This is an optimization exercise on Yosys and OpenROAD, whose aim is small area, a short achievable clock period and few clock cycles, not a production implementation. In this exercise RTL edits were held to simulation tests only and were not proved equivalent to the original. Power figures rest on the tool's default switching activity, not on a simulated workload.

==> design.v <==
package lfu_pkg;
	localparam int SLOTS      = 16;
	localparam int COUNT_BITS = 16;
	localparam int PAGE_W     = 32;
	localparam int IDX_W      = 4;    
	localparam int NSLOT_W    = 5;    
	typedef struct packed {
		logic             load;         
		logic             track;        
		logic             hit_upd;      
		logic             alloc;        
		logic             flush_take;   
		logic             flush_end;    
		logic [IDX_W-1:0] idx;
	} lfu_cmd_t;
	typedef struct packed {
		logic match;        
		logic dirty_live;   
		logic pend;         
		logic out_free;     
	} lfu_sts_t;
endpackage
module lfu_page_cache_directory (
	input  logic        clk,
	input  logic        arst_n,
	input  logic        cfg_valid,
	output logic        cfg_ready,
	input  logic [4:0]  cfg_active_slots,
	input  logic        req_valid,
	output logic        req_ready,
	input  logic        req_func,
	input  logic [31:0] req_page_number,
	input  logic        req_is_write,
	output logic        res_valid,
	input  logic        res_ready,
	output logic [3:0]  res_slot,
	output logic        res_hit,
	output logic        res_fill_needed,
	output logic        res_writeback_valid,
	output logic [3:0]  res_writeback_slot,
	output logic [31:0] res_writeback_page,
	output logic        res_last
);
	localparam int S = 16;
	logic [S-1:0]  valid_q, dirty_q;
	logic [31:0]   page_q [S];
	logic [15:0]   cnt_q  [S];
	logic [S-1:0]  off_q;        
	logic [S-1:0]  act_q;
	logic          r_valid_q, r_func_q, r_wr_q;
	logic [31:0]   r_page_q;
	logic [S-1:0]  r_match_q;    
	logic          a_valid_q, a_func_q, a_wr_q;
	logic [31:0]   a_page_q;
	logic          b_valid_q, b_func_q, b_wr_q;
	logic [31:0]   b_page_q;
	logic          o_valid_q;
	logic [3:0]    o_slot_q, o_wbs_q;
	logic          o_hit_q, o_fill_q, o_wbv_q, o_last_q;
	logic [31:0]   o_wbp_q;
	logic [S-1:0]  cw_q;
	logic          cw_one_q;
	logic [15:0]   csel_q;       
	logic [S-1:0]  one_q;        
	logic          sc_run_q, sc_done_q, sc_cv_q, sc_ca_q;
	logic [3:0]    sc_idx_q, sc_vic_q, sc_ci_q;
	logic [15:0]   sc_min_q;
	function automatic [S-1:0] lowest(input [S-1:0] v);
		logic [S-1:0] p;
		p = v;
		p = p | (p << 1);
		p = p | (p << 2);
		p = p | (p << 4);
		p = p | (p << 8);
		lowest = v & ~(p << 1);
	endfunction
	function automatic [3:0] enc(input [S-1:0] oh);
		enc = '0;
		for (int i = 0; i < S; i++)
			if (oh[i]) enc = enc | 4'(i);
	endfunction
	function automatic [S-1:0] off_mask(input [4:0] a);
		for (int i = 0; i < S; i++)
			off_mask[i] = !((i == 0) || (a > 5'd16) || (5'(i) < a));
	endfunction
	assign act_q = ~off_q;
	logic [S-1:0]  match, hit_oh, free, free_oh, dl, dl_oh, one, vic_oh, tgt_oh, sel_oh;
	logic          hit, has_free, dl_any, dl_one, vic_ok;
	logic [15:0]   cnt_sel, cnt_inc;
	logic [31:0]   sel_page;
	always_comb begin
		for (int i = 0; i < S; i++) begin
			match[i] = r_match_q[i];
			free[i]  = !valid_q[i] && act_q[i];
			dl[i]    = valid_q[i] && dirty_q[i] && act_q[i];
			one[i]   = act_q[i] && one_q[i];
		end
	end
	assign hit_oh   = lowest(match);
	assign hit      = |match;
	assign free_oh  = lowest(free);
	assign has_free = |free;
	assign dl_oh    = lowest(dl);
	assign dl_any   = |dl;
	assign dl_one   = (dl & ~dl_oh) == '0;
	logic          sc_need, sc_take;
	logic [S-1:0]  ptr_oh, scv_oh;
	assign sc_need = r_valid_q && !r_func_q && !hit && !has_free && !(|one) && !sc_done_q;
	always_comb begin
		for (int i = 0; i < S; i++) begin
			ptr_oh[i] = sc_run_q && (sc_idx_q == 4'(i));
			scv_oh[i] = (sc_vic_q == 4'(i));
		end
	end
	assign sc_take = sc_cv_q && sc_ca_q && ((sc_ci_q == 4'd0) || csel_q < sc_min_q);
	assign vic_oh = (|one) ? lowest(one) : scv_oh;
	assign vic_ok = (|one) || sc_done_q;
	assign tgt_oh = has_free ? free_oh : vic_oh;
	logic out_free, go, do_acc, do_fl, r_done, evict, alloc, take, r_load, a_load;
	assign out_free  = !o_valid_q || res_ready;
	assign go        = r_valid_q && out_free && (r_func_q || hit || has_free || vic_ok);
	assign do_acc    = go && !r_func_q;
	assign do_fl     = go && r_func_q;
	assign alloc     = do_acc && !hit;
	assign evict     = !hit && !has_free;
	assign r_done    = do_acc || (do_fl && (!dl_any || dl_one));
	assign req_ready = !b_valid_q;
	assign take      = req_valid && !b_valid_q;
	assign r_load    = (!r_valid_q || r_done) && a_valid_q;
	assign a_load    = r_load || !a_valid_q;
	assign cfg_ready = 1'b1;
	logic          n_func, n_wr;
	logic [31:0]   n_page;
	assign n_func = a_func_q;
	assign n_wr   = a_wr_q;
	assign n_page = a_page_q;
	assign sel_oh = r_func_q ? dl_oh : evict ? vic_oh : '0;
	always_comb begin
		cnt_sel  = '0;
		sel_page = '0;
		for (int i = 0; i < S; i++) begin
			cnt_sel  = cnt_sel  | (cnt_q[i]  & {16{hit_oh[i] | ptr_oh[i]}});
			sel_page = sel_page | (page_q[i] & {32{sel_oh[i]}});
		end
	end
	assign cnt_inc = cw_one_q ? 16'd1 : (csel_q == 16'hFFFF) ? csel_q : csel_q + 16'd1;
	always_ff @(posedge clk or negedge arst_n) begin
		if (!arst_n) begin
			valid_q   <= '0;
			dirty_q   <= '0;
			off_q     <= '0;
			r_valid_q <= 1'b0;
			a_valid_q <= 1'b0;
			b_valid_q <= 1'b0;
			o_valid_q <= 1'b0;
			sc_run_q  <= 1'b0;
			sc_done_q <= 1'b0;
			sc_cv_q   <= 1'b0;
			sc_idx_q  <= '0;
			cw_q      <= '0;
			one_q     <= '0;
		end else begin
			if (cfg_valid) off_q <= off_mask(cfg_active_slots);
			if (r_load)      r_valid_q <= 1'b1;
			else if (r_done) r_valid_q <= 1'b0;
			if (a_load) a_valid_q <= b_valid_q || take;
			b_valid_q <= !a_load && (b_valid_q || take);
			if (go)             o_valid_q <= 1'b1;
			else if (res_ready) o_valid_q <= 1'b0;
			cw_q <= !do_acc ? '0 : hit ? hit_oh : tgt_oh;
			if (do_acc) one_q <= hit ? (one_q & ~hit_oh) : (one_q | tgt_oh);
			if (sc_run_q && sc_idx_q == 4'd15) sc_run_q <= 1'b0;
			else if (sc_need && !sc_cv_q)      sc_run_q <= 1'b1;
			if (go)                                sc_done_q <= 1'b0;
			else if (sc_cv_q && sc_ci_q == 4'd15)  sc_done_q <= 1'b1;
			if (sc_run_q) sc_idx_q <= sc_idx_q + 4'd1;
			sc_cv_q <= sc_run_q;
			if (do_acc) begin
				if (hit) begin
					if (r_wr_q) dirty_q <= dirty_q | hit_oh;
				end else begin
					valid_q <= valid_q | tgt_oh;
					dirty_q <= r_wr_q ? (dirty_q | tgt_oh) : (dirty_q & ~tgt_oh);
				end
			end
			if (do_fl) begin
				valid_q <= valid_q & ~dl_oh;
				dirty_q <= dirty_q & ~dl_oh;
			end
		end
	end
	always_ff @(posedge clk) begin
		cw_one_q <= !hit;
		csel_q   <= (|(cw_q & hit_oh)) ? cnt_inc : cnt_sel;
		sc_ci_q  <= sc_idx_q;
		sc_ca_q  <= act_q[sc_idx_q];
		if (sc_take) begin
			sc_min_q <= csel_q;
			sc_vic_q <= sc_ci_q;
		end
		if (take) begin
			b_func_q <= req_func;
			b_wr_q   <= req_is_write;
			b_page_q <= req_page_number;
		end
		if (a_load) begin
			a_func_q <= b_valid_q ? b_func_q : req_func;
			a_wr_q   <= b_valid_q ? b_wr_q   : req_is_write;
			a_page_q <= b_valid_q ? b_page_q : req_page_number;
		end
		if (r_load) begin
			r_func_q <= n_func;
			r_wr_q   <= n_wr;
			r_page_q <= n_page;
			for (int i = 0; i < S; i++)
				r_match_q[i] <= act_q[i] && ((alloc && tgt_oh[i]) ? (r_page_q == n_page) :
					(valid_q[i] && !(do_fl && dl_oh[i]) && (page_q[i] == n_page)));
		end
		for (int i = 0; i < S; i++) begin
			if (alloc && tgt_oh[i])
				page_q[i] <= r_page_q;
			if (cw_q[i])
				cnt_q[i] <= cnt_inc;
		end
		if (go) begin
			o_slot_q <= r_func_q ? enc(dl_oh) : hit ? enc(hit_oh) : enc(tgt_oh);
			o_hit_q  <= !r_func_q && hit;
			o_fill_q <= !r_func_q && !hit && !r_wr_q;
			o_wbv_q  <= r_func_q ? dl_any : evict;
			o_wbs_q  <= enc(sel_oh);
			o_wbp_q  <= sel_page;
			o_last_q <= !r_func_q || !dl_any || dl_one;
		end
	end
	assign res_valid           = o_valid_q;
	assign res_slot            = o_slot_q;
	assign res_hit             = o_hit_q;
	assign res_fill_needed     = o_fill_q;
	assign res_writeback_valid = o_wbv_q;
	assign res_writeback_slot  = o_wbs_q;
	assign res_writeback_page  = o_wbp_q;
	assign res_last            = o_last_q;
endmodule
==> run.sh <==
#!/bin/bash
# synth_recipe.tcl (not shown) runs the flow's synth.tcl, then flattens the netlist and writes it again
# the make line also repeats each setting of config.mk as NAME=value (left out here)
make -C /OpenROAD-flow-scripts/flow DESIGN_CONFIG=/design/flow/config.mk WORK_HOME=/design/flow/orfs CLKGATE_MAP_FILE= SYNTH_SCRIPT=/design/flow/synth_recipe.tcl finish
==> config.mk <==
export PLATFORM = sky130hd
export DESIGN_NAME = lfu_page_cache_directory
export DESIGN_NICKNAME = lfu_page_cache_directory
export VERILOG_FILES = /design/flow/design.v
export SDC_FILE = /design/flow/constraint.sdc
export NUM_CORES = 4
export LEC_CHECK = 0
export CAP_MARGIN = 20
export CORE_MARGIN = 2
export CORE_UTILIZATION = 40
export CTS_CLUSTER_DIAMETER = 100
export CTS_CLUSTER_SIZE = 20
export SETUP_SLACK_MARGIN = 4.9
export SLEW_MARGIN = 20
export TNS_END_PERCENT = 20
==> constraint.sdc <==
create_clock -name core_clock -period 8.0 [get_ports {clk}]
set_input_delay 1.6000 -clock core_clock [delete_from_list [all_inputs] [get_ports {clk}]]
set_output_delay 1.6000 -clock core_clock [all_outputs]
set_load 0.01 [all_outputs]
==> out/results.ini, run 1 <==
[status]
outcome = finished clean

[finish]
fillCellCount = 10400
most-common-layout-cells = edfxtp_1 (950), xor2_1 (487), a22oi_1 (202)
nNetsFinal = 3670
multi_input_area_um2 = 16200
seqCellArea_um2 = 31300
syn_to_final_growth_pct = 17.2
drive_gt1_share_pct = 16.8
final_common_cell = edfxtp_1

[sta]
setup_viol_count_final = 0
tightest_slew_ns = 1.30
hold_violations = 0
fin_ws_ns = 4.65
fin_setup_tns_ns = 0
fmax_mhz = 298
period_minus_slack_ns = 3.35
fin_crit_sh_pct = 41.9
rsz0062_at_grt = yes
maxSlewViolCount = 0
finClkSkew_ns = 0.0423
slew_headroom_pct = 12.4
whs_ns = 0.445

[yosys]
synth.top_cells.by_area = edfxtp_1 (60%), xor2_1 (9.0%), dfrtp_1 (4.8%)
ys.flop_type = edfxtp_1
synth.yosys.warnings = 3
ys_seq_area_share_pct = 66.1
syn_avg_cell_area_um2 = 14.1
synth_edf_count = 950
mappedNetlistArea_um2 = 47300
synth-seq-cells = 1062
syn_nets = 3426
async_flop_share_pct = 8.47
ys_types = 92
synth_top_cell_by_area = edfxtp_1
syn_inst = 3362
synth_top_area_share_pct = 60.4

[cts]
hold_buffers = 0
cts_max_level = 2
cts_sinks = 1062
cts_buffers = 61
cts_buffer_depth = 3
cts-root-buf = clkbuf_16
clock_latency_ns = 0.73
clkTransAtPathRegs_ns = 0.09
cts_tree = yes

[pwr]
p_leak_nw = 19.1
p_per_area_nw_per_um2 = 301
vdd_drop_max_uv = 221
p_int_mw = 10.4
swShare_pct = 37.6
pwr-share-seq_pct = 47.7
pwr-share-comb_pct = 32.2
clock_power_share_pct = 20.1
switching_power_mw = 6.28

[place]
pre_cts_slack_ns = 3.35
gp_congestion = 0.996
dp_hpwl_um = 117000
io_buffers = 89

[floorplanning]
start_util_pct = 40.2
dieArea_um2 = 121000
fp.dieH_um = 348
die_w_um = 348
core_area_um2 = 118000
ios = 91
num_rows = 126

[worst_setup_path]
cp_data_arrival_time_ns = 1.75
crit_path_max_incr_delay_ns = 0.58
crit_path_top_delay_cell = clkdlybuf4s50_1
required_ns = 6.40
cp-end-kind = output port
path_depth = 1
rr_worst_depth = 13
critPathTopFamily = buffers and inverters
crit_fanout = 1
worstSetupStartpointType = flip-flop
crit_type = flip-flop to output port
timing.critical_path.buf_inv = 1
crit_chain = clkdlybuf4s50_1

[detailed_routing]
via_per_inst = 6.42
dr.pass1.iters = 9
totalWireLength_um = 179000
drt_iter0_markers = 6111
wl_per_cell_um = 34.6
ant_nets = 0
vias = 33300
drc = 0

[grt]
grtUsageTotal_pct = 28.3
grt_pass1_vias = 31100
grt_pass1_wl_um = 244000
overflow = 0
grt_start_max_net_pins = 53
antenna_found_initial = 4

[hold_path]
worst_hold_path_type = flip-flop to flip-flop
hold_depth = 0

[flow_run]
maxCapViolations = 0

per-stage QoR:
| step | util, % | cells | power, mW | area [um^2] |
|---|---|---|---|---|
| 6_report | 47.1 | 5185 | 16.7 | 55400 |
| 3_5_place_dp | 42.7 | 4911 | 12.9 | 50200 |
| 3_3_place_gp | 42.7 | 4911 | 12.9 | 50200 |
| 2_1_floorplan | - | 3362 | 10.4 | 47300 |
| 4_1_cts | 46.2 | 5127 | 16.5 | 54300 |
| 5_1_grt | 47.1 | 5183 | 17.1 | 55400 |
cell families (layout without fill, tap and decap cells):
logic type	Yosys count	in the layout	share of synthesized area, %
XOR/XNOR	555	555	10.3
other	1	3	0.00794
buffers and inverters	237	518	2.12
AO/OA/AOI/OAI	646	649	10.4
flip-flops	1062	1062	66.1
AND/OR/NAND/NOR	784	785	9.21
multiplexers	57	57	1.42
adder cells (fa/ha/maj)	20	20	0.530
worst paths after layout:
check                                 from                    end  slack, ns
worst max-delay path            o_wbp_q[2]  res_writeback_page[2]       4.65
worst min-delay path              a_func_q               r_func_q       0.44
worst max register to register    off_q[5]            o_wbp_q[10]       4.66
worst min register to register    a_func_q               r_func_q       0.44
max in group asynchronous           arst_n            sc_idx_q[0]       5.89
min in group asynchronous           arst_n            valid_q[13]       0.87
sequential cells by signal, summed over array words and instances, names as in the netlist, 4 cells and up, named ones only:
register	cells
page_q	512
cnt_q	256
a_page_q	32
b_page_q	32
o_wbp_q	32
r_page_q	32
csel_q	16
cw_q	16
one_q	16
r_match_q	16
sc_min_q	16
valid_q	16
off_q	15
o_slot_q	4
o_wbs_q	4
sc_ci_q	4
sc_idx_q	4
sc_vic_q	4
power by group through the flow:
stage	Combinational [mW]	Sequential, mW	Clock [mW]
floorplan	2.50	7.94	0
global placement	4.82	8.12	0
detailed placement	4.82	8.12	0
CTS	5.18	7.96	3.39
global route	5.55	8.01	3.57
finish	5.37	7.97	3.35
layer usage:
metal	global-route usage, %	vias to the layer above	share of wire [%]
met1	39.0	16900	39
li1	-	13600	-
met5	0	-	0.038
met4	11.6	2	5.0
met2	43.9	2333	45
met3	5.54	395	11
synth_stat cells, drive strengths merged, types with 10 or more instances:
cell type / instances
mux2i: 13
a22o: 43
nand4: 115
a21oi: 56
nor2b: 26
ha: 20
and3b: 12
and3: 15
inv: 58
xor2: 487
nor2: 102
a22oi: 217
xnor2: 68
or3: 12
nand2: 176
nor3: 46
a21o: 15
mux2: 40
nand2b: 18
a221oi: 57
o21ai: 78
buf: 62
clkbuf: 116
o22ai: 21
dfxtp: 22
or4: 10
a31oi: 20
dfrtp: 90
and4: 23
edfxtp: 950
nor4: 140
nand3: 50
a222oi: 61
area by class of cell:
type,instances,area share (%)
clock buffers,94,3.02
repair inverters,3,0.0452
well taps,1536,3.47
multi-input cells,2067,29.2
repair buffers,352,7.09
flip-flops and latches,1062,56.4
inverters,59,0.495
diodes,2,0.00904
clock inverters,10,0.206
what timing repair did:
action / 4_1_cts / 5_1_grt
cloned: 14 / 12
pin swaps: 32 / 35
hold endpoints to repair: 0 / 0
setup endpoints to repair: 967 / 951
setup buffers: 98 / 41
resized for setup: 291 / 95
Testbench counts, summed over its fixed seeds: cycles 4,402.
==> run 2: changes to the inputs <==
--- a/config.mk
+++ b/config.mk
@@ -12,4 +12,4 @@
 export CTS_CLUSTER_SIZE = 20
 export SETUP_SLACK_MARGIN = 4.9
 export SLEW_MARGIN = 20
-export TNS_END_PERCENT = 20
+export TNS_END_PERCENT = 50
==> out/results.ini, run 2 <==
[hold_path]
worst_hold_path_type = flip-flop to flip-flop
hold_depth = 0  ; unchanged
min_from = a_wr_q
whs_endpoint = r_wr_q

[place]
dp_hpwl_um = 115000  ; -1.5%
io_buffers = 89  ; unchanged
place_area_um2 = 50300  ; about the same
gp_congestion = 1.01  ; +1.3%
pre_cts_slack_ns = 2.55  ; -0.799 ns

[cts]
cts_max_level = 2  ; unchanged
cts_sinks = 1062  ; unchanged
cts_tree = yes
cts-root-buf = clkbuf_16
hold_buffers = 0  ; unchanged
clock_latency_ns = 0.74  ; about the same
clkTransAtPathRegs_ns = 0.09  ; about the same
cts_buffer_depth = 3  ; unchanged
cts_buffers = 60  ; -1.6%

[sta]
period_minus_slack_ns = 3.36  ; +0.00752 ns
fmax_mhz = 298  ; -0.22%
rsz0062_at_grt = yes
finClkSkew_ns = 0.0723  ; +0.0300 ns
tightest_slew_ns = 1.16  ; -0.144 ns
fin_setup_tns_ns = 0  ; unchanged
setup_viol_count_final = 0  ; unchanged
maxSlewViolCount = 0  ; unchanged
fin_ws_ns = 4.64  ; -0.00752 ns
slew_headroom_pct = 22.8  ; +10 points
hold_violations = 0  ; unchanged
fin_crit_sh_pct = 42.0  ; +0.094 points

[floorplanning]
fp.dieH_um = 348  ; unchanged
core_area_um2 = 118000  ; unchanged
die_w_um = 348  ; unchanged
ios = 91  ; unchanged
num_rows = 126  ; unchanged
start_util_pct = 40.2  ; unchanged
dieArea_um2 = 121000  ; unchanged

[flow_run]
maxCapViolations = 0  ; unchanged

[worst_setup_path]
cp_data_arrival_time_ns = 3.82  ; +2.07 ns
worst_r2r_endpoint = o_wbp_q[26]
crit_path_max_incr_delay_ns = 0.48  ; -0.10 ns
required_ns = 8.46  ; +2.06 ns
worstSetupStartpointType = flip-flop
crit_chain = buf_6 > o221ai_4 > nor3_4 > nand4_1 > nor2_4 > buf_12 > and2_4 > buf_12 > buf_4 > a222oi_1 > nand4_1 > or3_1
crit_fanout = 5  ; +4
critPathTopFamily = simple AND/OR/NAND/NOR gates
r2r_start = off_q[2]
crit_type = flip-flop to flip-flop
rrSetupSlack_ns = 4.64  ; -0.02 ns
timing.critical_path.buf_inv = 4  ; +3
rr_worst_depth = 12  ; -1
crit_path_top_delay_cell = dfrtp_2
cp-end-kind = flip-flop

[detailed_routing]
drt_iter0_markers = 6205  ; +1.5%
via_per_inst = 6.45  ; +0.44%
vias = 34000  ; +2.3%
drc = 0  ; unchanged
totalWireLength_um = 180000  ; +0.17%
dr.pass1.iters = 10  ; +1
wl_per_cell_um = 34.0  ; -1.6%
ant_nets = 0  ; unchanged

[finish]
nNetsFinal = 3766  ; +2.6%
largest_reg_flops = 512  ; unchanged
top_regs = page_q (512), cnt_q (256)
fillCellCount = 10200  ; -1.4%
final_common_cell = edfxtp_1
syn_to_final_growth_pct = 19.3
max_flop_register = page_q
stdcell_area_um2 = 56400  ; +1.8%
drive_gt1_share_pct = 18.8  ; +2.0 points
most-common-layout-cells = edfxtp_1 (950), xor2_1 (487), buf_4 (239)

[yosys]
synth_top_cell_by_area = edfxtp_1
synth.yosys.warnings = 3  ; unchanged
ys.flop_type = edfxtp_1
synth_edf_count = 950  ; unchanged
synth.top_cells.by_area = edfxtp_1 (60%), xor2_1 (9.0%), dfrtp_1 (4.8%)
mappedNetlistArea_um2 = 47300  ; unchanged
synth_top_area_share_pct = 60.4  ; unchanged
synthMostInstantiatedCell = edfxtp_1
syn_inst = 3362  ; unchanged
ys_types = 92  ; unchanged
async_flop_share_pct = 8.47  ; unchanged
syn_avg_cell_area_um2 = 14.1  ; unchanged
ys_seq_area_share_pct = 66.1  ; unchanged
syn_nets = 3426  ; unchanged
synth-seq-cells = 1062  ; unchanged
yosys-top-cells-count = edfxtp_1 (950), xor2_1 (487), a22oi_1 (217), nand2_1 (175), nor4_1 (137)

[pwr]
total_power_mw = 16.8  ; +0.86%
p_per_area_nw_per_um2 = 299  ; -0.90%
p_leak_nw = 19.8  ; +3.7%
vdd_drop_max_uv = 223  ; +0.75%

[grt]
antenna_found_initial = 8  ; +4
overflow = 0  ; unchanged
grt_start_max_net_pins = 71  ; +34%
grt_pass1_vias = 31700  ; +1.7%
grt_pass1_wl_um = 245000  ; +0.46%
grtUsageTotal_pct = 28.4  ; +0.089 points

[status]
outcome = finished clean

-- run 2: cell counts after synthesis --
Identical to the previous run, type by type.
-- run 2: final cells by class --
type	instances	area [um^2]	share of cell area, %
antenna	2	5.00	0.00888
clock buffer	96	1660	2.94
clock inverter	6	86.3	0.153
inverter	59	293	0.520
multi-input combinational	2072	16300	28.9
sequential	1062	31200	55.4
tap	1536	1920	3.41
timing repair buffer	439	4820	8.55
timing repair inverter	8	62.6	0.111
-- run 2: cell families after synthesis --
logic type,share of synthesized area [%]
DFF,66.1
and+or+nand+nor,9.21
AOI/OAI and AO/OA,10.4
xor gates and xnor gates,10.3
buffers and inverters,2.12
muxes,1.42
adders and majority gates,0.530
other,0.00794
-- run 2: worst max-delay path by stage --
| stage | cells after the start | endpoint | from | slack [ns] |
|---|---|---|---|---|
| 2_1_floorplan | 6 | r_func_q | res_ready | 4.18 |
| 3_3_place_gp | 7 | page_q[6][30] | res_ready | 2.60 |
| 3_5_place_dp | 7 | page_q[6][15] | res_ready | 2.55 |
| 4_1_cts | 1 | res_writeback_page[7] | o_wbp_q[7] | 4.56 |
| 5_1_grt | 12 | o_wbp_q[5] | off_q[2] | 4.62 |
| 6_report | 12 | o_wbp_q[26] | off_q[2] | 4.64 |
-- run 2: routing by layer --
metal / part of all wire [%] / GRT usage [%] / up-vias
met3: 12 / 6.17 / 548
met4: 6.0 / 12.9 / 6
met1: 38 / 38.6 / 17100
li1: - / - / 13800
met2: 44 / 43.6 / 2600
met5: 0.024 / 0 / -
-- run 2: worst register-to-register path, cell delays in order (launching register included) --
cell	delay [ns]
dfrtp_2	0.48
buf_6	0.15
o221ai_4	0.24
nor3_4	0.09
nand4_1	0.19
nor2_4	0.08
buf_12	0.14
and2_4	0.17
buf_12	0.13
buf_4	0.16
a222oi_1	0.43
nand4_1	0.43
or3_1	0.46
-- run 2: timing repair --
action	in CTS	in global routing
setup endpoints to repair	991	947
pin swaps	58	43
setup buffers	167	61
cloned	26	14
resized for setup	227	171
-- run 2: power by group --
| part | switching [mW] | internal, mW |
|---|---|---|
| clock network | 1.87 | 1.44 |
| logic | 3.80 | 1.76 |
| registers | 0.626 | 7.34 |
-- run 2: stage by stage --
stage,hold slack [ns],utilization [%],std cells
CTS,0.428,46.6,5203
global placement,0.406,42.7,4906
floorplan,0.345,-,3362
finish,0.425,47.9,5280
detailed placement,0.406,42.7,4908
global route,0.440,47.9,5278
==> run 3: changes to the inputs <==
--- a/config.mk
+++ b/config.mk
@@ -10,6 +10,6 @@
 export CORE_UTILIZATION = 40
 export CTS_CLUSTER_DIAMETER = 100
 export CTS_CLUSTER_SIZE = 20
+export GPL_ROUTABILITY_DRIVEN = 0
 export SETUP_SLACK_MARGIN = 4.9
 export SLEW_MARGIN = 20
-export TNS_END_PERCENT = 50
==> out/results.ini, run 3 <==
[yosys]
ys_seq_area_share_pct = 66.1  ; unchanged
ys.flop_type = edfxtp_1
async_flop_share_pct = 8.47  ; unchanged
synth_top_cell_by_area = edfxtp_1
syn_avg_cell_area_um2 = 14.1  ; unchanged
synth-seq-cells = 1062  ; unchanged
syn_inst = 3362  ; unchanged
syn_nets = 3426  ; unchanged
synth.top_cells.by_area = edfxtp_1 (60%), xor2_1 (9.0%), dfrtp_1 (4.8%)
synth_edf_count = 950  ; unchanged
synthMostInstantiatedCell = edfxtp_1
yosys-top-cells-count = edfxtp_1 (950), xor2_1 (487), a22oi_1 (217), nand2_1 (175), nor4_1 (137)
synth_top_area_share_pct = 60.4  ; unchanged
synth.yosys.warnings = 3  ; unchanged
mappedNetlistArea_um2 = 47300  ; unchanged
ys_types = 92  ; unchanged

[worst_setup_path]
cp-end-kind = flip-flop
rr_worst_depth = 11  ; -1
cp_data_arrival_time_ns = 3.87  ; +0.05 ns
rrSetupSlack_ns = 4.61  ; -0.03 ns
r2r_start = off_q[9]
crit_path_top_delay_cell = dfrtp_2
path_common_cell = buf_6
required_ns = 8.48  ; +0.02 ns
crit_fanout = 8  ; +3
worst_r2r_endpoint = o_wbp_q[2]
worstSetupStartpointType = flip-flop
crit_chain = nor2b_4 > nand4b_1 > buf_4 > nand2b_2 > o32ai_4 > buf_6 > buf_12 > buf_6 > a22oi_2 > nand4_1 > or3_4
crit_path_max_incr_delay_ns = 0.52  ; +0.04 ns
crit_type = flip-flop to flip-flop

[finish]
top_regs = page_q (512), cnt_q (256)
drive_gt1_share_pct = 20.1  ; +1.3 points
final_util_pct = 48.2  ; +0.28 points
stdcell_area_um2 = 56700  ; +0.58%
fillCellCount = 10200  ; -0.34%
largest_reg_flops = 512  ; unchanged
final_common_cell = edfxtp_1
most-common-layout-cells = edfxtp_1 (950), xor2_1 (487), buf_4 (223)
stdcell_count = 5297  ; +0.32%
max_flop_register = page_q
syn_to_final_growth_pct = 20.0
nNetsFinal = 3771  ; +0.13%

[grt]
grt_start_max_net_pins = 51  ; -28%
grtUsageTotal_pct = 28.2  ; -0.16 points
overflow = 0  ; unchanged
grt_pass1_vias = 32100  ; +1.4%
grt_pass1_wl_um = 244000  ; -0.22%
antenna_found_initial = 7  ; -1

[cts]
cts_buffer_depth = 3  ; unchanged
cts_sinks = 1062  ; unchanged
clkTransAtPathRegs_ns = 0.09  ; about the same
cts_buffers = 60  ; unchanged
cts-root-buf = clkbuf_16
cts_max_level = 2  ; unchanged
hold_buffers = 0  ; unchanged
clock_latency_ns = 0.75  ; about the same
cts_tree = yes

[sta]
fin_crit_sh_pct = 42.3  ; +0.32 points
maxSlewViolCount = 6  ; +6
fmax_mhz = 295  ; -0.76%
slew_headroom_pct = -7.67  ; -31 points
finClkSkew_ns = 0.0638  ; -0.00845 ns
fin_ws_ns = 4.61  ; -0.0256 ns
setup_viol_count_final = 0  ; unchanged
hold_violations = 0  ; unchanged
period_minus_slack_ns = 3.39  ; +0.0256 ns
fin_setup_tns_ns = 0  ; unchanged
tightest_slew_ns = 1.61  ; +0.452 ns
rsz0062_at_grt = yes

[floorplanning]
num_rows = 126  ; unchanged
ios = 91  ; unchanged
die_w_um = 348  ; unchanged
start_util_pct = 40.2  ; unchanged
core_area_um2 = 118000  ; unchanged
dieArea_um2 = 121000  ; unchanged
fp.dieH_um = 348  ; unchanged

[pwr]
p_per_area_nw_per_um2 = 301  ; +0.73%
vdd_drop_max_uv = 243  ; +9.0%
p_leak_nw = 19.6  ; -0.93%

[status]
failed_layout_checks = capacitance limit, slew limit
outcome = finished with violations

[detailed_routing]
dr.pass1.iters = 8  ; -2
via_per_inst = 6.43  ; -0.36%
drc = 0  ; unchanged
ant_nets = 0  ; unchanged
drt_iter0_markers = 5729  ; -7.7%
totalWireLength_um = 178000  ; -0.64%
wl_per_cell_um = 33.7  ; -0.96%
vias = 34000  ; -0.035%

[hold_path]
hold_depth = 0  ; unchanged
worst_hold_path_type = flip-flop to flip-flop
min_from = a_wr_q
whs_endpoint = r_wr_q

[place]
pre_cts_slack_ns = 3.40  ; +0.854 ns
io_buffers = 89  ; unchanged
place_inst = 4897  ; -0.22%
dp_hpwl_um = 113000  ; -1.6%
place_area_um2 = 50200  ; -0.13%

[flow_run]
maxCapViolations = 1  ; +1

==> run 3: layout make-up <==
class / instances / area (um^2) / share of cell area (%)
Inverter: 59 / 315 / 0.556
Timing Repair Buffer: 432 / 4810 / 8.49
Clock inverter: 7 / 83.8 / 0.148
Sequential cell: 1062 / 31300 / 55.1
Tap cell: 1536 / 1920 / 3.39
Antenna cell: 2 / 5.00 / 0.00883
Multi-Input combinational cell: 2078 / 16400 / 29.0
Timing Repair inverter: 14 / 110 / 0.194
Clock buffer: 107 / 1730 / 3.05
==> run 3: where the power goes <==
part / leakage, nW / total [mW] / internal, mW / switching (mW)
clock network: 0.863 / 3.38 / 1.48 / 1.89
logic: 8.69 / 5.78 / 1.83 / 3.95
registers: 10.1 / 7.90 / 7.33 / 0.567
total: 19.6 / 17.1 / 10.6 / 6.41
==> run 3: worst max-delay path by stage <==
stage | start | end | slack (ns)
6_report | off_q[9] | o_wbp_q[2] | 4.61
5_1_grt | off_q[9] | o_wbp_q[2] | 4.65
4_1_cts | r_match_q[0] | r_match_q[1] | 4.69
3_3_place_gp | res_ready | page_q[15][18] | 3.40
2_1_floorplan | res_ready | r_func_q | 4.18
3_5_place_dp | res_ready | page_q[15][17] | 3.40
==> run 3: critical path, delay by kind of cell, from the launching register on <==
family          cells  cell delay, ns
flops               1            0.52
compound gates      2            0.45
buf+inv             4            0.59
simple gates        5            1.58
==> run 3: kinds of logic (layout without fill, tap and decap cells) <==
group | count (synthesis) | count (layout) | synth area share, %
AOI/OAI and AO/OA | 646 | 651 | 10.4
xor gates and xnor gates | 555 | 555 | 10.3
adders and majority gates | 20 | 20 | 0.530
buffers and inverters | 237 | 619 | 2.12
DFF | 1062 | 1062 | 66.1
muxes | 57 | 57 | 1.42
other | 1 | 3 | 0.00794
and+or+nand+nor | 784 | 794 | 9.21
==> run 3: per-layer routing <==
| layer | vias up | track usage (%) | share of wire (%) | routed length (um) |
|---|---|---|---|---|
| met2 | 2515 | 44.1 | 44 | 78900 |
| met3 | 625 | 6.64 | 12 | 21000 |
| met1 | 17000 | 36.6 | 37 | 65700 |
| li1 | 13900 | - | - | - |
| met4 | 10 | 14.7 | 7.2 | 12800 |
| met5 | - | 0 | 0.038 | 68 |
==> run 3: timing repair <==
action | in CTS | in global routing
gates cloned | 42 | 14
buffers inserted | 176 | 51
resized for setup | 410 | 108
setup endpoints to repair | 945 | 867
pin swaps | 53 | 48
==> run 3: per-stage QoR <==
stage	total power [mW]	hold WS, ns
6_report	17.1	0.442
3_5_place_dp	12.9	0.422
5_1_grt	17.5	0.465
4_1_cts	16.6	0.444
3_3_place_gp	12.9	0.408
2_1_floorplan	10.4	0.345
==> run 4: changes to the inputs <==
--- a/config.mk
+++ b/config.mk
@@ -8,8 +8,7 @@
 export CAP_MARGIN = 20
 export CORE_MARGIN = 2
 export CORE_UTILIZATION = 40
-export CTS_CLUSTER_DIAMETER = 100
-export CTS_CLUSTER_SIZE = 20
-export GPL_ROUTABILITY_DRIVEN = 0
+export CTS_CLUSTER_DIAMETER = 90
+export CTS_CLUSTER_SIZE = 24
 export SETUP_SLACK_MARGIN = 4.9
 export SLEW_MARGIN = 20
==> out/results.ini, run 4 <==
[status]
outcome = finished clean

[finish]
max_flop_register = page_q
largest_reg_flops = 512  ; unchanged
drive_gt1_share_pct = 19.3  ; -0.79 points
syn_to_final_growth_pct = 18.9
fillCellCount = 10400  ; +1.4%
seqCellArea_um2 = 31200  ; about the same
top_regs = page_q (512), cnt_q (256)
multi_input_area_um2 = 16500  ; +0.40%
antenna_cells = 0  ; -2
most-common-layout-cells = edfxtp_1 (950), xor2_1 (487), a22oi_1 (198)
final_common_cell = edfxtp_1
nNetsFinal = 3722  ; -1.3%

[flow_run]
maxCapViolations = 0  ; -1

[floorplanning]
die_w_um = 348  ; unchanged
num_rows = 126  ; unchanged
fp.dieH_um = 348  ; unchanged
core_area_um2 = 118000  ; unchanged
start_util_pct = 40.2  ; unchanged
ios = 91  ; unchanged
dieArea_um2 = 121000  ; unchanged

[sta]
period_minus_slack_ns = 3.37  ; -0.0127 ns
slew_headroom_pct = 10.2  ; +18 points
maxSlewViolCount = 0  ; -6
fin_ws_ns = 4.63  ; +0.0127 ns
fin_crit_sh_pct = 42.2  ; -0.16 points
finClkSkew_ns = 0.0600  ; -0.00389 ns
hold_violations = 0  ; unchanged
fmax_mhz = 296  ; +0.38%
setup_viol_count_final = 0  ; unchanged
rsz0062_at_grt = yes
fin_setup_tns_ns = 0  ; unchanged
tightest_slew_ns = 1.35  ; -0.262 ns

[pwr]
vdd_drop_max_uv = 199  ; -18%
p_per_area_nw_per_um2 = 298  ; -1.0%
p_leak_nw = 19.3  ; -1.9%
total_power_mw = 16.7  ; -1.9%

[cts]
cts_sinks = 1062  ; unchanged
clock_latency_ns = 0.73  ; -0.02 ns
cts_tree = yes
clkTransAtPathRegs_ns = 0.10  ; about the same
hold_buffers = 0  ; unchanged
cts_buffer_depth = 3  ; unchanged
cts_buffers = 54  ; -10%
cts_max_level = 2  ; unchanged
cts-root-buf = clkbuf_16

[yosys]
async_flop_share_pct = 8.47  ; unchanged
syn_avg_cell_area_um2 = 14.1  ; unchanged
ys_seq_area_share_pct = 66.1  ; unchanged
synth_edf_count = 950  ; unchanged
mappedNetlistArea_um2 = 47300  ; unchanged
synthMostInstantiatedCell = edfxtp_1
synth_top_area_share_pct = 60.4  ; unchanged
synth.top_cells.by_area = edfxtp_1 (60%), xor2_1 (9.0%), dfrtp_1 (4.8%)
ys.flop_type = edfxtp_1
ys_types = 92  ; unchanged
synth_top_cell_by_area = edfxtp_1
synth-seq-cells = 1062  ; unchanged
yosys-top-cells-count = edfxtp_1 (950), xor2_1 (487), a22oi_1 (217), nand2_1 (175), nor4_1 (137)
synth.yosys.warnings = 3  ; unchanged
syn_nets = 3426  ; unchanged
syn_inst = 3362  ; unchanged

[worst_setup_path]
crit_path_max_incr_delay_ns = 0.47  ; -0.05 ns
crit_path_top_delay_cell = dfrtp_2
rr_worst_depth = 11  ; unchanged
required_ns = 8.43  ; -0.05 ns
worstSetupStartpointType = flip-flop
r2r_start = off_q[3]
timing.critical_path.buf_inv = 3  ; -1
worst_r2r_endpoint = o_wbp_q[5]
crit_chain = and3b_2 > nor4_4 > buf_4 > and3_4 > nand4_1 > o32ai_4 > buf_6 > buf_12 > a22oi_2 > nand4_1 > or3_1
path_common_cell = nand4_1
cp-end-kind = flip-flop
crit_fanout = 17  ; +9
cp_data_arrival_time_ns = 3.80  ; -0.07 ns
rrSetupSlack_ns = 4.63  ; about the same
critPathTopFamily = simple AND/OR/NAND/NOR gates
crit_type = flip-flop to flip-flop

[grt]
grt_start_max_net_pins = 74  ; +45%
overflow = 0  ; unchanged
grt_pass1_vias = 31500  ; -1.9%
grt_pass1_wl_um = 243000  ; -0.46%
antenna_found_initial = 7  ; unchanged
grtUsageTotal_pct = 28.2  ; about the same

[place]
io_buffers = 89  ; unchanged
pre_cts_slack_ns = 3.43  ; +0.0300 ns
gp_congestion = 0.999
dp_hpwl_um = 115000  ; +2.1%

[hold_path]
whs_endpoint = r_func_q
hold_depth = 0  ; unchanged
min_from = a_func_q
worst_hold_path_type = flip-flop to flip-flop

[detailed_routing]
wl_per_cell_um = 33.8  ; +0.25%
ant_nets = 0  ; unchanged
dr.pass1.iters = 9  ; +1
vias = 33300  ; -2.2%
drt_iter0_markers = 5370  ; -6.3%
totalWireLength_um = 177000  ; -0.98%
drc = 0  ; unchanged
via_per_inst = 6.36  ; -1.0%

## run 4: stage by stage
step / utilization, % / hold WS (ns) / cell area (um^2) / cells
after floorplan: - / 0.345 / 47400 / 3362
after global placement: 42.7 / 0.409 / 50200 / 4899
after CTS: 46.5 / 0.438 / 54700 / 5156
after detailed placement: 42.7 / 0.416 / 50200 / 4899
final: 47.8 / 0.434 / 56200 / 5232
after global routing: 47.8 / 0.447 / 56200 / 5232
## run 4: cell type report
class | instances | share of cell area (%)
sequential | 1062 | 55.6
multi-input combinational | 2074 | 29.4
timing repair buffer | 393 | 7.72
tap | 1536 | 3.42
clock buffer | 79 | 2.67
inverter | 59 | 0.566
clock inverter | 15 | 0.397
timing repair inverter | 14 | 0.192
## run 4: repair_timing
action                     in CTS  in global routing
gates resized for setup       346                140
pin swaps                      46                 46
setup endpoints to repair     990                858
buffers inserted              134                 63
cloned                         29                 12
hold endpoints to repair        0                  0
## run 4: worst max-delay path by stage
stage,endpoint,cells past startpoint,slack [ns],startpoint
4_1_cts,o_wbp_q[5],13,4.64,r_match_q[8]
3_5_place_dp,page_q[15][18],6,3.43,res_ready
5_1_grt,o_wbp_q[5],13,4.65,off_q[10]
3_3_place_gp,page_q[15][29],6,3.44,res_ready
2_1_floorplan,r_func_q,6,4.18,res_ready
6_report,o_wbp_q[5],11,4.63,off_q[3]
## run 4: worst register-to-register path, stage by stage (launching register included)
cell     delay, ns
dfrtp_2       0.47
and3b_2       0.34
nor4_4        0.07
buf_4         0.17
and3_4        0.20
nand4_1       0.27
o32ai_4       0.16
buf_6         0.15
buf_12        0.15
a22oi_2       0.29
nand4_1       0.38
or3_1         0.46
## run 4: power breakdown
group	switching [mW]	total (mW)	internal [mW]
clock	1.89	3.30	1.41
combinational	3.80	5.47	1.66
sequential	0.618	7.95	7.34
total	6.31	16.7	10.4
## run 4: per-layer routing
| layer | vias up | global-route usage (%) | routed length, um |
|---|---|---|---|
| met1 | 16800 | 37.6 | 66700 |
| met5 | - | 0 | 64 |
| li1 | 13700 | - | - |
| met2 | 2285 | 44.9 | 80600 |
| met3 | 453 | 4.66 | 18500 |
| met4 | 10 | 13.5 | 10900 |
## run 4: cells by family after synthesis
family / synth area share, %
AOI/OAI and AO/OA: 10.4
xor gates and xnor gates: 10.3
buffers and inverters: 2.12
DFF: 66.1
muxes: 1.42
other: 0.00794
and+or+nand+nor: 9.21
adders and majority gates: 0.530
==> run 5: changes to the inputs <==
--- a/design.v
+++ b/design.v
@@ -55,7 +55,7 @@
 	logic          b_valid_q, b_func_q, b_wr_q;
 	logic [31:0]   b_page_q;
 	logic          o_valid_q;
-	logic [3:0]    o_slot_q, o_wbs_q;
+	logic [3:0]    o_slot_q;
 	logic          o_hit_q, o_fill_q, o_wbv_q, o_last_q;
 	logic [31:0]   o_wbp_q;
 	logic [S-1:0]  cw_q;
@@ -63,7 +63,7 @@
 	logic [15:0]   csel_q;       
 	logic [S-1:0]  one_q;        
 	logic          sc_run_q, sc_done_q, sc_cv_q, sc_ca_q;
-	logic [3:0]    sc_idx_q, sc_vic_q, sc_ci_q;
+	logic [3:0]    sc_idx_q, sc_vic_q;    
 	logic [15:0]   sc_min_q;
 	function automatic [S-1:0] lowest(input [S-1:0] v);
 		logic [S-1:0] p;
@@ -112,7 +112,7 @@
 			scv_oh[i] = (sc_vic_q == 4'(i));
 		end
 	end
-	assign sc_take = sc_cv_q && sc_ca_q && ((sc_ci_q == 4'd0) || csel_q < sc_min_q);
+	assign sc_take = sc_cv_q && sc_ca_q && ((sc_idx_q == 4'd1) || csel_q < sc_min_q);
 	assign vic_oh = (|one) ? lowest(one) : scv_oh;
 	assign vic_ok = (|one) || sc_done_q;
 	assign tgt_oh = has_free ? free_oh : vic_oh;
@@ -172,7 +172,7 @@
 			if (sc_run_q && sc_idx_q == 4'd15) sc_run_q <= 1'b0;
 			else if (sc_need && !sc_cv_q)      sc_run_q <= 1'b1;
 			if (go)                                sc_done_q <= 1'b0;
-			else if (sc_cv_q && sc_ci_q == 4'd15)  sc_done_q <= 1'b1;
+			else if (sc_cv_q && sc_idx_q == 4'd0)  sc_done_q <= 1'b1;
 			if (sc_run_q) sc_idx_q <= sc_idx_q + 4'd1;
 			sc_cv_q <= sc_run_q;
 			if (do_acc) begin
@@ -192,11 +192,10 @@
 	always_ff @(posedge clk) begin
 		cw_one_q <= !hit;
 		csel_q   <= (|(cw_q & hit_oh)) ? cnt_inc : cnt_sel;
-		sc_ci_q  <= sc_idx_q;
 		sc_ca_q  <= act_q[sc_idx_q];
 		if (sc_take) begin
 			sc_min_q <= csel_q;
-			sc_vic_q <= sc_ci_q;
+			sc_vic_q <= sc_idx_q - 4'd1;
 		end
 		if (take) begin
 			b_func_q <= req_func;
@@ -227,7 +226,6 @@
 			o_hit_q  <= !r_func_q && hit;
 			o_fill_q <= !r_func_q && !hit && !r_wr_q;
 			o_wbv_q  <= r_func_q ? dl_any : evict;
-			o_wbs_q  <= enc(sel_oh);
 			o_wbp_q  <= sel_page;
 			o_last_q <= !r_func_q || !dl_any || dl_one;
 		end
@@ -237,7 +235,7 @@
 	assign res_hit             = o_hit_q;
 	assign res_fill_needed     = o_fill_q;
 	assign res_writeback_valid = o_wbv_q;
-	assign res_writeback_slot  = o_wbs_q;
+	assign res_writeback_slot  = o_wbv_q ? o_slot_q : 4'd0;
 	assign res_writeback_page  = o_wbp_q;
 	assign res_last            = o_last_q;
 endmodule
--- a/config.mk
+++ b/config.mk
@@ -8,7 +8,7 @@
 export CAP_MARGIN = 20
 export CORE_MARGIN = 2
 export CORE_UTILIZATION = 40
-export CTS_CLUSTER_DIAMETER = 90
-export CTS_CLUSTER_SIZE = 24
+export CTS_CLUSTER_DIAMETER = 100
+export CTS_CLUSTER_SIZE = 20
 export SETUP_SLACK_MARGIN = 4.9
 export SLEW_MARGIN = 20
==> out/results.ini, run 5 <==
[flow_run]
maxCapViolations = 0  ; unchanged

[cts]
cts_buffer_depth = 3  ; unchanged
hold_buffers = 0  ; unchanged
clkTransAtPathRegs_ns = 0.09  ; about the same
cts_sinks = 1054  ; -0.75%
clock_latency_ns = 0.75  ; +0.02 ns
cts_buffers = 60  ; +11%
cts-root-buf = clkbuf_16
cts_max_level = 2  ; unchanged
cts_tree = yes

[worst_setup_path]
crit_path_start = a_page_q[6]
worstSetupStartpointType = flip-flop
required_ns = 8.58  ; +0.15 ns
crit_path_top_delay_cell = nor4_4
crit_chain = buf_12 > xor2_4 > nor4_4 > nand4_1 > or4_4 > a21oi_2
crit_type = flip-flop to flip-flop
endpoint = r_match_q[14]
rrSetupSlack_ns = 4.62  ; about the same
crit_fanout = 5  ; -12
cp-end-kind = flip-flop
rr_worst_depth = 6  ; -5
cp_data_arrival_time_ns = 3.96  ; +0.16 ns
worst_r2r_endpoint = r_match_q[14]
crit_path_max_incr_delay_ns = 0.82  ; +0.35 ns
r2r_start = a_page_q[6]

[finish]
drive_gt1_share_pct = 23.6  ; +4.3 points
max_flop_register = page_q
syn_to_final_growth_pct = 23.6
largest_reg_flops = 512  ; unchanged
final_common_cell = edfxtp_1
stdcell_area_um2 = 60100  ; +7.0%
top_regs = page_q (512), cnt_q (256)
nNetsFinal = 4138  ; +11%
most-common-layout-cells = edfxtp_1 (946), xor2_1 (485), buf_4 (331)
fillCellCount = 10400  ; +0.23%

[yosys]
synth.yosys.warnings = 3  ; unchanged
mappedNetlistArea_um2 = 48600  ; +2.9%
syn_nets = 3686  ; +7.6%
syn_avg_cell_area_um2 = 13.4  ; -4.5%
yosys-top-cells-count = edfxtp_1 (946), xor2_1 (488), nand2_1 (230), a22oi_1 (196), clkbuf_1 (157)
ys.flop_type = edfxtp_1
syn_inst = 3621  ; +7.7%
synth_top_area_share_pct = 58.4  ; -1.9 points
synth.top_cells.by_area = edfxtp_1 (58%), xor2_1 (8.8%), dfrtp_1 (4.6%)
synth_top_cell_by_area = edfxtp_1
synthMostInstantiatedCell = edfxtp_1
ys_seq_area_share_pct = 63.8  ; -2.3 points
async_flop_share_pct = 8.54  ; +0.064 points
ys_types = 88  ; -4.3%
synth_edf_count = 946  ; -0.42%
synth-seq-cells = 1054  ; -0.75%

[grt]
grtUsageTotal_pct = 35.2  ; +7.0 points
grt_pass1_vias = 35700  ; +13%
antenna_found_initial = 16  ; +9
grt_start_max_net_pins = 52  ; -30%
grt_pass1_wl_um = 303000  ; +24%
overflow = 0  ; unchanged

[sta]
tightest_slew_ns = 1.25  ; -0.101 ns
setup_viol_count_final = 0  ; unchanged
maxSlewViolCount = 0  ; unchanged
fmax_mhz = 296  ; -0.19%
fin_crit_sh_pct = 42.2  ; +0.082 points
period_minus_slack_ns = 3.38  ; +0.00658 ns
finClkSkew_ns = 0.0592  ; -0.000800 ns
fin_setup_tns_ns = 0  ; unchanged
whs_ns = 0.425  ; -0.00895 ns
slew_headroom_pct = 16.2  ; +6.0 points
hold_violations = 0  ; unchanged
rsz0062_at_grt = yes

[detailed_routing]
ant_nets = 0  ; unchanged
via_per_inst = 6.83  ; +7.4%
drt_iter0_markers = 8061  ; +50%
dr.pass1.iters = 12  ; +3
vias = 39100  ; +17%
drc = 0  ; unchanged
totalWireLength_um = 233000  ; +32%
wl_per_cell_um = 40.8  ; +21%

[place]
dp_hpwl_um = 145000  ; +25%
gp_congestion = 1.07  ; +6.7%
place_area_um2 = 52000  ; +3.6%
io_buffers = 89  ; unchanged

[floorplanning]
core_area_um2 = 120000  ; +2.3%
ios = 91  ; unchanged
die_w_um = 353  ; +1.4%
num_rows = 127  ; +0.79%
start_util_pct = 40.4  ; +0.23 points
fp.dieH_um = 353  ; +1.4%
dieArea_um2 = 124000  ; +2.8%

[pwr]
p_leak_nw = 20.6  ; +7.1%
vdd_drop_max_uv = 230  ; +15%
p_per_area_nw_per_um2 = 298  ; about the same

[hold_path]
worst_hold_path_type = flip-flop to flip-flop

[status]
outcome = finished clean

run 5: cell types whose count changed after synthesis, moves of 21 or more:
cell / delta
a21oi_1: +37
a22oi_1: -21
a22o_1: +21
clkbuf_1: +41
nand2_1: +55
a222oi_1: +23
run 5: logic make-up (layout without fill, tap and decap cells):
family | after synthesis | count (layout) | share of synthesized area (%)
adders and majority gates | 22 | 22 | 0.561
xor gates and xnor gates | 556 | 556 | 10.0
buffers and inverters | 257 | 725 | 2.15
other | 1 | 9 | 0.00772
muxes | 47 | 47 | 1.17
AOI/OAI and AO/OA | 808 | 808 | 12.5
and+or+nand+nor | 876 | 887 | 9.73
DFF | 1054 | 1054 | 63.8
run 5: stage by stage:
| step | setup WS [ns] | utilization [%] | std cells | total power [mW] |
|---|---|---|---|---|
| after floorplan | 4.41 | - | 3621 | 10.4 |
| after global placement | 2.96 | 43.2 | 5240 | 13.3 |
| after detailed placement | 2.84 | 43.2 | 5240 | 13.3 |
| after CTS | 4.73 | 47.8 | 5557 | 17.2 |
| after global routing | 4.63 | 49.9 | 5712 | 18.1 |
| final | 4.62 | 49.9 | 5720 | 17.9 |
run 5: worst min path at each step:
| stage | slack (ns) | start | cells past startpoint | endpoint |
|---|---|---|---|---|
| 3_5_place_dp | 0.41 | a_wr_q | 0 | r_wr_q |
| 5_1_grt | 0.44 | a_wr_q | 0 | r_wr_q |
| 2_1_floorplan | 0.40 | a_func_q | 0 | r_func_q |
| 6_report | 0.42 | a_wr_q | 0 | r_wr_q |
| 3_3_place_gp | 0.41 | a_wr_q | 0 | r_wr_q |
| 4_1_cts | 0.43 | a_wr_q | 0 | r_wr_q |
run 5: cell type report:
cell class | instances | area (um^2) | area share (%)
Clock buffer | 84 | 1670 | 2.77
Sequential cell | 1054 | 31000 | 51.7
Antenna cell | 8 | 20.0 | 0.0333
Timing Repair inverter | 11 | 97.6 | 0.162
Tap cell | 1612 | 2020 | 3.36
Clock inverter | 5 | 85.1 | 0.142
Inverter | 63 | 374 | 0.623
Multi-Input combinational cell | 2321 | 18900 | 31.4
Timing Repair Buffer | 562 | 5920 | 9.85
run 5: timing repair:
item,in CTS,in global routing
buffers inserted,199,131
resized for setup,468,208
pin swaps,67,80
endpoints found under the setup margin,939,616
gates cloned,29,20
run 5: worst max-delay path, delay by kind of cell, from the launching register on:
family                 cells  cell delay [ns]
XOR/XNOR                   1             0.16
AND/OR/NAND/NOR            3             2.28
buffers and inverters      1             0.18
flip-flops                 1             0.44
AO/OA/AOI/OAI              1             0.12
run 5: power breakdown:
| group | switching, mW | leakage (nW) | internal [mW] |
|---|---|---|---|
| clock network | 1.90 | 0.848 | 1.46 |
| logic | 4.47 | 9.76 | 1.99 |
| registers | 0.787 | 10.0 | 7.29 |
| total | 7.15 | 20.6 | 10.7 |
run 5: metal layers:
metal	share of wire (%)	GRT usage (%)	vias up
li1	-	-	15100
met4	10	24.7	18
met1	34	42.5	19300
met3	14	13.0	1051
met5	0.12	0.115	-
met2	42	52.1	3529
Testbench counts of run 5, summed over its fixed seeds: cycles 4,402.

-- afterwards: timing with drivers on the ports --
How much do the figures lean on ideal ports? The routed layouts below were timed once more, with nothing changed but the port constraints.
Step 1 (the two cells are an assumption about what drives the block):
set clk [get_ports {clk}]
set_driving_cell -lib_cell sky130_fd_sc_hd__clkbuf_16 $clk
set_driving_cell -lib_cell sky130_fd_sc_hd__buf_2 [delete_from_list [all_inputs] $clk]
Step 2 moves the port delays by t, midway between the first and last clock arrival at a register: inputs arrive t later, outputs are due t later. That takes back most of the time a late clock gives input paths.
Three values: ideal, step 1, step 2; two values: the first two.
run	t (ns)	setup slack, ns	hold slack, ns	clock arrival spread, ns
run 1	0.786	4.647 / 4.575 / 4.096	0.445 / 0.445 / 0.445	0.045 / 0.045
run 2	0.778	4.640 / 4.640 / 3.997	0.425 / 0.425 / 0.425	0.073 / 0.072
run 3	0.794	4.614 / 4.614 / 4.105	0.442 / 0.442 / 0.442	0.067 / 0.066
run 4	0.772	4.627 / 4.627 / 4.242	0.434 / 0.434 / 0.434	0.071 / 0.070
run 5	0.811	4.620 / 4.620 / 4.369	0.425 / 0.425 / 0.425	0.061 / 0.062
The setup slack of run 2, which loses most, moves by 0.000 ns with the drivers and by -0.643 ns with both steps.
